Context: an optimization exercise on an open-source flow, tuned for small area, a short achievable clock period and few clock cycles. The choices shown serve that exercise and are no tape-out recipe.
Only the layout flow was run in this run; the RTL was not checked for function there.
No activity file was given, so power comes from the tool's default toggle rates.

==> design.v <==
module kbest_ped_sorter #(
  parameter int PED_W = 24,
  parameter int SYM_W = 12,
  parameter int NSYM  = 4,
  parameter int K     = 16,
  parameter int CNT_W = 8
) (
  input  logic                    clk,
  input  logic                    rstn,
  input  logic                    in_valid,
  output logic                    in_ready,
  input  logic                    in_last,
  input  logic [PED_W-1:0]        in_ped,
  input  logic [NSYM*SYM_W-1:0]   in_sym,
  output logic                    out_valid,
  input  logic                    out_ready,
  output logic                    out_last,
  output logic [PED_W-1:0]        out_ped,
  output logic [NSYM*SYM_W-1:0]   out_sym,
  output logic [$clog2(K)-1:0]    out_rank,
  output logic [CNT_W-1:0]        set_count
);
  localparam int RANK_W = $clog2(K);
  localparam int TUP_W  = NSYM * SYM_W;
  logic                 s_v, s_last;
  logic [PED_W-1:0]     s_ped;
  logic [TUP_W-1:0]     s_sym;
  logic [K-1:0]         s_lt;        
  logic                 in_rdy_q;
  logic [K-1:0]         v, d;
  logic [RANK_W-1:0]    rk [K];
  logic [PED_W-1:0]     sp [K];
  logic [TUP_W-1:0]     ss [K];
  logic [CNT_W-1:0]     c_cnt, d_cnt;
  logic [RANK_W-1:0]    d_nm1, ld_rank;
  logic                 d_act, pend;
  logic                 o_v, o_last;
  logic [PED_W-1:0]     o_ped;
  logic [TUP_W-1:0]     o_sym;
  logic [RANK_W-1:0]    o_rank;
  assign in_ready  = in_rdy_q;
  assign out_valid = o_v;
  assign out_last  = o_last;
  assign out_ped   = o_ped;
  assign out_sym   = o_sym;
  assign out_rank  = o_rank;
  assign set_count = d_cnt;
  function automatic logic lt_tree(input logic [PED_W-1:0] a, input logic [PED_W-1:0] b);
    logic [23:0] l0, e0;
    logic [11:0] l1, e1;
    logic [5:0]  l2, e2;
    logic [2:0]  l3, e3;
    logic        l4, e4;
    l0 = ~a & b;
    e0 = ~a | b;
    for (int i = 0; i < 12; i++) begin
      l1[i] = l0[2*i+1] | (e0[2*i+1] & l0[2*i]);
      e1[i] = l0[2*i+1] | (e0[2*i+1] & e0[2*i]);
    end
    for (int i = 0; i < 6; i++) begin
      l2[i] = l1[2*i+1] | (e1[2*i+1] & l1[2*i]);
      e2[i] = l1[2*i+1] | (e1[2*i+1] & e1[2*i]);
    end
    for (int i = 0; i < 3; i++) begin
      l3[i] = l2[2*i+1] | (e2[2*i+1] & l2[2*i]);
      e3[i] = l2[2*i+1] | (e2[2*i+1] & e2[2*i]);
    end
    l4 = l3[1] | (e3[1] & l3[0]);
    e4 = l3[1] | (e3[1] & e3[0]);
    lt_tree = l3[2] | (e3[2] & l4);
  endfunction
  logic [K-1:0] cv, lt, le, maxoh, freeoh, tgt;
  logic         c_full, free_any, keep, adv, wr, trans;
  logic         fast, s_is_min, evict_free;
  logic [RANK_W:0] pos;
  logic [RANK_W-1:0] pos_q;
  logic [K-1:0]      pw;
  logic [RANK_W-1:0] ek [K];
  assign cv       = v & ~d;
  assign c_full   = |c_cnt[CNT_W-1:RANK_W];
  assign free_any = ~&v;
  assign freeoh   = ~v & (v + K'(1));
  always_comb begin
    for (int i = 0; i < K; i++) begin
      ek[i]    = pw[i] ? pos_q : rk[i];
      lt[i]    = cv[i] && s_lt[i];
      le[i]    = cv[i] && !s_lt[i];
      maxoh[i] = cv[i] && (ek[i] == RANK_W'(K-1));
    end
  end
  logic [1:0] pc2 [8];
  logic [2:0] pc3 [4];
  logic [3:0] pc4 [2];
  always_comb begin
    for (int j = 0; j < 8; j++) pc2[j] = {1'b0, le[2*j]} + {1'b0, le[2*j+1]};
    for (int j = 0; j < 4; j++) pc3[j] = {1'b0, pc2[2*j]} + {1'b0, pc2[2*j+1]};
    for (int j = 0; j < 2; j++) pc4[j] = {1'b0, pc3[2*j]} + {1'b0, pc3[2*j+1]};
    pos = {1'b0, pc4[0]} + {1'b0, pc4[1]};
  end
  assign keep      = |(lt & maxoh);
  assign adv       = s_v && !pend && (c_full || free_any);
  assign s_is_min  = ~|le;
  assign fast       = adv && s_last && !d_act && !o_v;
  assign wr         = adv && (!c_full || keep) && !(fast && s_is_min);
  assign evict_free = fast && s_is_min && c_full && keep;
  assign tgt        = c_full ? maxoh : freeoh;
  assign trans      = pend && !d_act && !o_v;
  logic [CNT_W-1:0] c_inc;
  assign c_inc = (c_cnt == {CNT_W{1'b1}}) ? c_cnt : c_cnt + CNT_W'(1);
  logic [K-1:0]       sel;
  logic               load, sel_s;
  logic [PED_W-1:0]   m_ped;
  logic [TUP_W-1:0]   m_sym;
  assign load = d_act && (!o_v || out_ready);
  assign sel_s = !d_act && s_is_min;
  always_comb begin
    m_ped = s_ped & {PED_W{sel_s}};
    m_sym = s_sym & {TUP_W{sel_s}};
    for (int i = 0; i < K; i++) begin
      sel[i] = v[i] && (d_act ? d[i] : !d[i]) && (ek[i] == ld_rank);
      m_ped  = m_ped | (sp[i] & {PED_W{sel[i] && !sel_s}});
      m_sym  = m_sym | (ss[i] & {TUP_W{sel[i] && !sel_s}});
    end
  end
  logic [K-1:0]     v_n;
  logic [CNT_W-1:0] c_cnt_n;
  logic             pend_n, s_v_n;
  always_comb begin
    v_n = v;
    if (load || (fast && !s_is_min)) v_n = v_n & ~sel;
    if (evict_free) v_n = v_n & ~maxoh;
    if (wr)   v_n = v_n | tgt;
  end
  always_comb begin
    c_cnt_n = c_cnt;
    pend_n  = pend;
    if (trans) begin
      c_cnt_n = '0;
      pend_n  = 1'b0;
    end else if (adv) begin
      if (fast) c_cnt_n = '0;
      else      c_cnt_n = c_inc;
      if (s_last && !fast) pend_n = 1'b1;
    end
  end
  assign s_v_n = (s_v && !adv) || (in_valid && in_rdy_q);
  logic [CNT_W-1:0] new_cnt;
  assign new_cnt = trans ? c_cnt : c_inc;
  logic [RANK_W-1:0] new_nm1;
  assign new_nm1 = (|new_cnt[CNT_W-1:RANK_W]) ? RANK_W'(K-1) : RANK_W'(new_cnt - CNT_W'(1));
  always_ff @(posedge clk or negedge rstn) begin
    if (!rstn) begin
      s_v      <= 1'b0;
      in_rdy_q <= 1'b1;
      v        <= '0;
      c_cnt    <= '0;
      pend     <= 1'b0;
      d_act    <= 1'b0;
      ld_rank  <= '0;
      o_v      <= 1'b0;
    end else begin
      s_v      <= s_v_n;
      in_rdy_q <= !s_v_n || (!pend_n && ((|c_cnt_n[CNT_W-1:RANK_W]) || !(&v_n)));
      v        <= v_n;
      c_cnt    <= c_cnt_n;
      pend     <= pend_n;
      if (fast) d_act <= (new_nm1 != '0);
      else if (trans) d_act <= 1'b1;
      else if (load && ld_rank == d_nm1) d_act <= 1'b0;
      if (trans) begin
        ld_rank <= '0;
      end else if (fast) begin
        ld_rank <= (new_nm1 != '0) ? RANK_W'(1) : '0;
      end else if (load) begin
        ld_rank <= (ld_rank == d_nm1) ? '0 : ld_rank + RANK_W'(1);
      end
      if (load || fast) o_v <= 1'b1;
      else if (out_ready) o_v <= 1'b0;
    end
  end
  always_ff @(posedge clk) begin
    if (in_valid && in_rdy_q) begin
      s_ped  <= in_ped;
      s_sym  <= in_sym;
      s_last <= in_last;
      for (int i = 0; i < K; i++) begin
        s_lt[i] <= (wr && tgt[i]) ? lt_tree(in_ped, s_ped) : lt_tree(in_ped, sp[i]);
      end
    end
    for (int i = 0; i < K; i++) begin
      if (wr && tgt[i]) begin
        sp[i] <= s_ped;
        ss[i] <= s_sym;
      end
      if (pw[i] || (adv && lt[i])) begin
        rk[i] <= ek[i] + RANK_W'(adv && lt[i]);
      end
      pw[i] <= wr && tgt[i];
      if (trans || fast) d[i] <= 1'b1;
      else if (wr && tgt[i])  d[i] <= 1'b0;
    end
    pos_q <= pos[RANK_W-1:0];
    if (trans || fast) begin
      d_cnt   <= new_cnt;
      d_nm1   <= new_nm1;
    end
    if (fast) begin
      o_ped  <= m_ped;
      o_sym  <= m_sym;
      o_rank <= '0;
      o_last <= (new_nm1 == '0);
    end else if (load) begin
      o_ped  <= m_ped;
      o_sym  <= m_sym;
      o_rank <= ld_rank;
      o_last <= (ld_rank == d_nm1);
    end
  end
endmodule
==> run.sh <==
#!/bin/bash
# synth_recipe.tcl (not shown) runs the flow's synth.tcl, then flattens the netlist and writes it again
# the make line also repeats each setting of config.mk as NAME=value (left out here)
make -C /OpenROAD-flow-scripts/flow DESIGN_CONFIG=/design/flow/config.mk WORK_HOME=/design/flow/orfs CLKGATE_MAP_FILE= SYNTH_SCRIPT=/design/flow/synth_recipe.tcl finish
==> config.mk <==
export PLATFORM = sky130hd
export DESIGN_NAME = kbest_ped_sorter
export DESIGN_NICKNAME = kbest_ped_sorter
export VERILOG_FILES = /design/flow/design.v
export SDC_FILE = /design/flow/constraint.sdc
export NUM_CORES = 4
export LEC_CHECK = 0
export CAP_MARGIN = 20
export CORE_MARGIN = 2
export CORE_UTILIZATION = 40
export SETUP_SLACK_MARGIN = 3
export SLEW_MARGIN = 20
==> constraint.sdc <==
create_clock -name core_clock -period 7.0 [get_ports {clk}]
set_input_delay 1.4000 -clock core_clock [delete_from_list [all_inputs] [get_ports {clk}]]
set_output_delay 1.4000 -clock core_clock [all_outputs]
set_load 0.01 [all_outputs]
==> metrics.md <==
| Metric | Value |
|---|---|
| Fin area | 73800 um^2 |
| Top_reg_cell synth | edfxtp_1 |
| WL final | 218000 um |
| Synthesized area | 63400 um^2 |
| CP peak stage delay | 580 ps |
| Cell area power density | 381 nW/um^2 |
| Initial Utilization | 0.402 |
| Crit path DAT | 4450 ps |
| Die area | 162000 um^2 |
| TNS Setup | 0 ps |
| HP Class | reg -> reg |
| FF-to-FF path depth | 13 |
| Total CTS buffers | approximately 150 |
| Combinational family with the most area after synthesis | compound AO/OA/AOI/OAI gates |
| CP Data Required Time | roughly 7500 ps |
| Min Tclk post-route | 3970 ps |
| Synth Net Count | between 4000 and 5000 |
| IO buf count | between 150 and 200 |
| EDFF count, synth | 1390 |
| Status | finished clean |
| Nature of the critical path startpoint | register |
| Post-synthesis cell type count | 93 |
| Routed length per placed instance | 31.3 um |
| Synth top area share | 0.658 |
| Maximum capacitance violations | 0 |
| Post-route DRC | 0 |
| Chip Height | 402 um |
| Final slew viol count | 0 |
| Final Setup Violations | 0 |
| Seq cells post-synth | 1463 |
| Rows | roughly 150 |
| Worst path cell trace | nor2b_1, nand2b_1, ha_1, nand4_1, or4b_1, nor3_4, buf_6, nor2_4, buf_12, a22o_1, a221oi_1, and3_1, nand3_1 |
| Core Box Area | 158000 um^2 |
| Vias in the first global route | approximately 43000 |
| First drt pass iteration count | 10 |
| Syn-to-layout area delta | 16.3% |
| CTS tree | built |
| Total global-route track usage | 0.261 |
| Worst vdd ir | 0.000276 V |
| Antenna viol nets, final | 0 |
| Top-level port count | approximately 160 |
| Largest net degree at the start of global routing | 75 |
| Max Root-Sink Buffers | 3 |
| Worst slew margin | 0.168 |
| Routed via count | 44000 |
| Fin nets | 4886 |
| Tot Pwr | around 0.028 W |
| Mapped Cells | roughly 4500 |
| Worst flop-to-flop path startpoint | v[0] |
| Worst Clk Skew | 37.8 ps |
| GP Congestion | 0.930 |
| Worst R2R End | o_ped[12] |
| Peak Freq | 0.252 GHz |
| Synth Area in Compound Gates | 0.152 |
| # hold bufs at CTS | 0 |
| Simple-gate portion of the synthesized area | 0.0807 |
| Critical path type | reg -> reg |
| Slowest-stage cell, CP | or4b_1 |
| Cell accounting for the most synthesized area | edfxtp_1 |
| Synthesis Warnings | 8 |
| Hpwl dp | 127000 um |
| Synth top area cells | edfxtp_1, a22oi_1, a221oi_1 |
| First-pass GRT wire length | about 300000 um |
| Post-Synth XOR/XNOR Area | 0.0167 |
| Layout cells sized above 1 | 0.117 |
| Root buffer cell | clkbuf_16 |
| Critical Path Fanout Max | 72 |
| Hold Startpoint | o_rank[2] |
| Slew @ Worst Pin | 1240 ps |
| Synthesized area per cell | between 10 and 15 um^2 |
| Final worst-path cycle share | 0.567 |
| Initial antenna violation count | 16 |
| H-tree Lvls | 4 |
| Endpoints failing hold | 0 |
| CP Capture Type | register |
| Mux share of post-synthesis cell area | 0.0120 |
| Vias/cell | 6.33 |
| Leak Pwr | 24.1 nW |
| R2r setup slk | about 3000 ps |
| RSZ-0062 raised after global routing | yes |
| WHS Path Cells | 2 |
| Clock slew at reported path FFs | 70 ps |
| Register area share after synthesis | 0.684 |
| Chip width | roughly 400 um |
| Hold endpoint | o_rank[2] |
| Initial drt markers | 6286 |
| Dpl cell area | a little under 70000 um^2 |
| Synth async-reset ratio | 0.0226 |
| Adder-Cell Fraction of Synth Area | 0.0285 |
| Sink Count | 1463 |
| Fillers | 13800 |
| Clock latency (worst-skew pair) | slightly above 800 ps |
| Congestion Overflow GR | 0 |
[layout by cell type (no fill, tap or decap), types with 20 or more instances in the layout]
| cell type | count |
|---|---|
| edfxtp_1 | 1390 |
| a22oi_1 | 341 |
| nand2_1 | 277 |
| a21oi_1 | 172 |
| o21ai_0 | 162 |
| clkbuf_16 | 156 |
| a221oi_1 | 151 |
| nand3_1 | 149 |
| clkdlybuf4s50_1 | 149 |
| nor2_1 | 134 |
| buf_4 | 117 |
| inv_1 | 115 |
| maj3_1 | 106 |
| xnor2_1 | 86 |
| a222oi_1 | 84 |
| a22o_1 | 74 |
| and3_1 | 67 |
| nand2b_1 | 65 |
| nor3_1 | 60 |
| nand3b_1 | 55 |
| nor2b_1 | 42 |
| clkinv_1 | 41 |
| ha_1 | 40 |
| mux2i_1 | 38 |
| dfxtp_1 | 36 |
| mux2_2 | 34 |
| xor2_1 | 34 |
| clkbuf_1 | 29 |
| clkinv_2 | 26 |
| o22ai_1 | 25 |
| nand4_1 | 24 |
| dfrtp_1 | 24 |
| nor2_4 | 21 |
| a21o_1 | 21 |
| o31ai_1 | 21 |
| buf_12 | 21 |
| a31oi_1 | 20 |
[synthesized netlist by cell type (16+ instances only)]
master     instances
edfxtp_1        1390
a22oi_1          341
nand2_1          279
clkbuf_1         206
a21oi_1          173
o21ai_0          164
nor2_1           156
a221oi_1         153
nand3_1          151
inv_1            137
maj3_1           109
xnor2_1           87
a222oi_1          84
a22o_1            74
and3_1            67
nand2b_1          65
nor3_1            61
nand3b_1          55
nor2b_1           46
ha_1              41
dfxtp_1           40
mux2i_1           38
buf_2             35
mux2_2            34
xor2_1            34
dfrtp_1           32
buf_1             27
o22ai_1           25
nand4_1           24
a21o_1            23
o31ai_1           23
a31oi_1           20
o2111ai_1         20
nor3b_1           18
or2_2             18
a2bb2oi_1         17
a21boi_0          16
and2_1            16
o21a_1            16
[state kept, by name, summed over array words and instances, names as in the netlist, 16 cells and up]
name   cells
ss       768
sp       384
rk        64
o_sym     48
s_sym     48
o_ped     24
s_ped     24
d         16
pw        16
s_lt      16
v         16
[per-layer routing]
layer  share of wire  GRT usage
met4           0.045      0.112
met5         0.00049          0
met1            0.40      0.352
met3           0.094     0.0470
met2            0.46      0.414
[power by group]
| group | switching [W] | leakage, nW | total, W | internal (W) |
|---|---|---|---|---|
| clock | 0.00357 | 2.46 | 0.00826 | 0.00469 |
| sequential | 0.000953 | 13.4 | 0.0123 | 0.0113 |
| combinational | 0.00492 | 8.32 | 0.00755 | 0.00263 |
| total | 0.00944 | 24.1 | 0.0281 | 0.0187 |
[final cells by class]
cell class                 instances  area [um^2]  share of cell area
inverter                         146          638             0.00865
antenna                            3         7.51            0.000102
timing repair inverter             7         45.0            0.000611
tap                             2072         2590              0.0351
clock inverter                    96         1040              0.0141
multi-input combinational       2664        18800               0.255
clock buffer                     187         4020              0.0545
timing repair buffer             323         3230              0.0438
sequential                      1463        43400               0.588
[worst max-delay path by stage]
| stage | cells after the start | to | slack (ps) | start |
|---|---|---|---|---|
| 4_1_cts | 12 | o_ped[6] | 3000 | pos_q[2] |
| 3_5_place_dp | 10 | s_lt[5] | 1580 | in_ped[19] |
| 2_1_floorplan | 10 | s_lt[6] | 2970 | in_ped[0] |
| 5_1_grt | 12 | o_ped[7] | 2920 | v[0] |
| 6_report | 13 | o_ped[12] | 3030 | v[0] |
| 3_3_place_gp | 10 | s_lt[5] | 1700 | in_ped[19] |
[cell families after synthesis]
kind of cell	count (synthesis)
buffers and inverters	419
AND/OR/NAND/NOR	1006
adder cells (fa/ha/maj)	160
XOR/XNOR	121
multiplexers	72
flip-flops	1463
AO/OA/AOI/OAI	1305
[worst max-delay path: cells and delay by family, from the launching register on]
kind / cells / cell delay (ps)
and+or+nand+nor: 8 / 1760
DFF: 1 / 480
adders and majority gates: 1 / 190
buffers and inverters: 2 / 540
AOI/OAI and AO/OA: 2 / 570
[through the flow]
stage / util / instances / setup slack (ps) / hold slack, ps
after floorplan: - / 4546 / 2970 / 456
after global placement: 0.430 / 6634 / 1700 / 445
after detailed placement: 0.431 / 6636 / 1580 / 451
after CTS: 0.465 / 6946 / 3000 / 459
after global routing: 0.467 / 6960 / 2920 / 482
final: 0.467 / 6961 / 3030 / 453
[what timing repair did]
action,4_1_cts,5_1_grt
cloned,5,5
pin swaps,6,8
gates resized for setup,80,72
setup endpoints to repair,1051,403
buffers inserted,22,7

==> separate check: timing with driven ports <==
No port has a modelled driver above. Below, the same layout with a new extraction and two added sets of constraints. Step 1, drivers: a clkbuf_16 drives clk and a buf_2 each remaining input, both assumed. Step 2 adds t to the input delays and takes it off the output delays; t is the mean of the earliest and latest rising clock arrival at the registers after step 1. Input paths then give back, and output paths get back, about the clock's delay inside the block. Three values: no drivers, after step 1, after step 2; two values: the first two.
t (ns): 0.868
setup slack, ns: 3.033 / 3.026 / 2.158
hold WS [ns]: 0.453 / 0.453 / 0.453
worst setup path after step 2: input to register
pins driven straight from the clock port: 1
After both steps this run still meets setup and hold. The setup slack of this run moves by -0.007 ns with the drivers and by -0.875 ns with both steps.
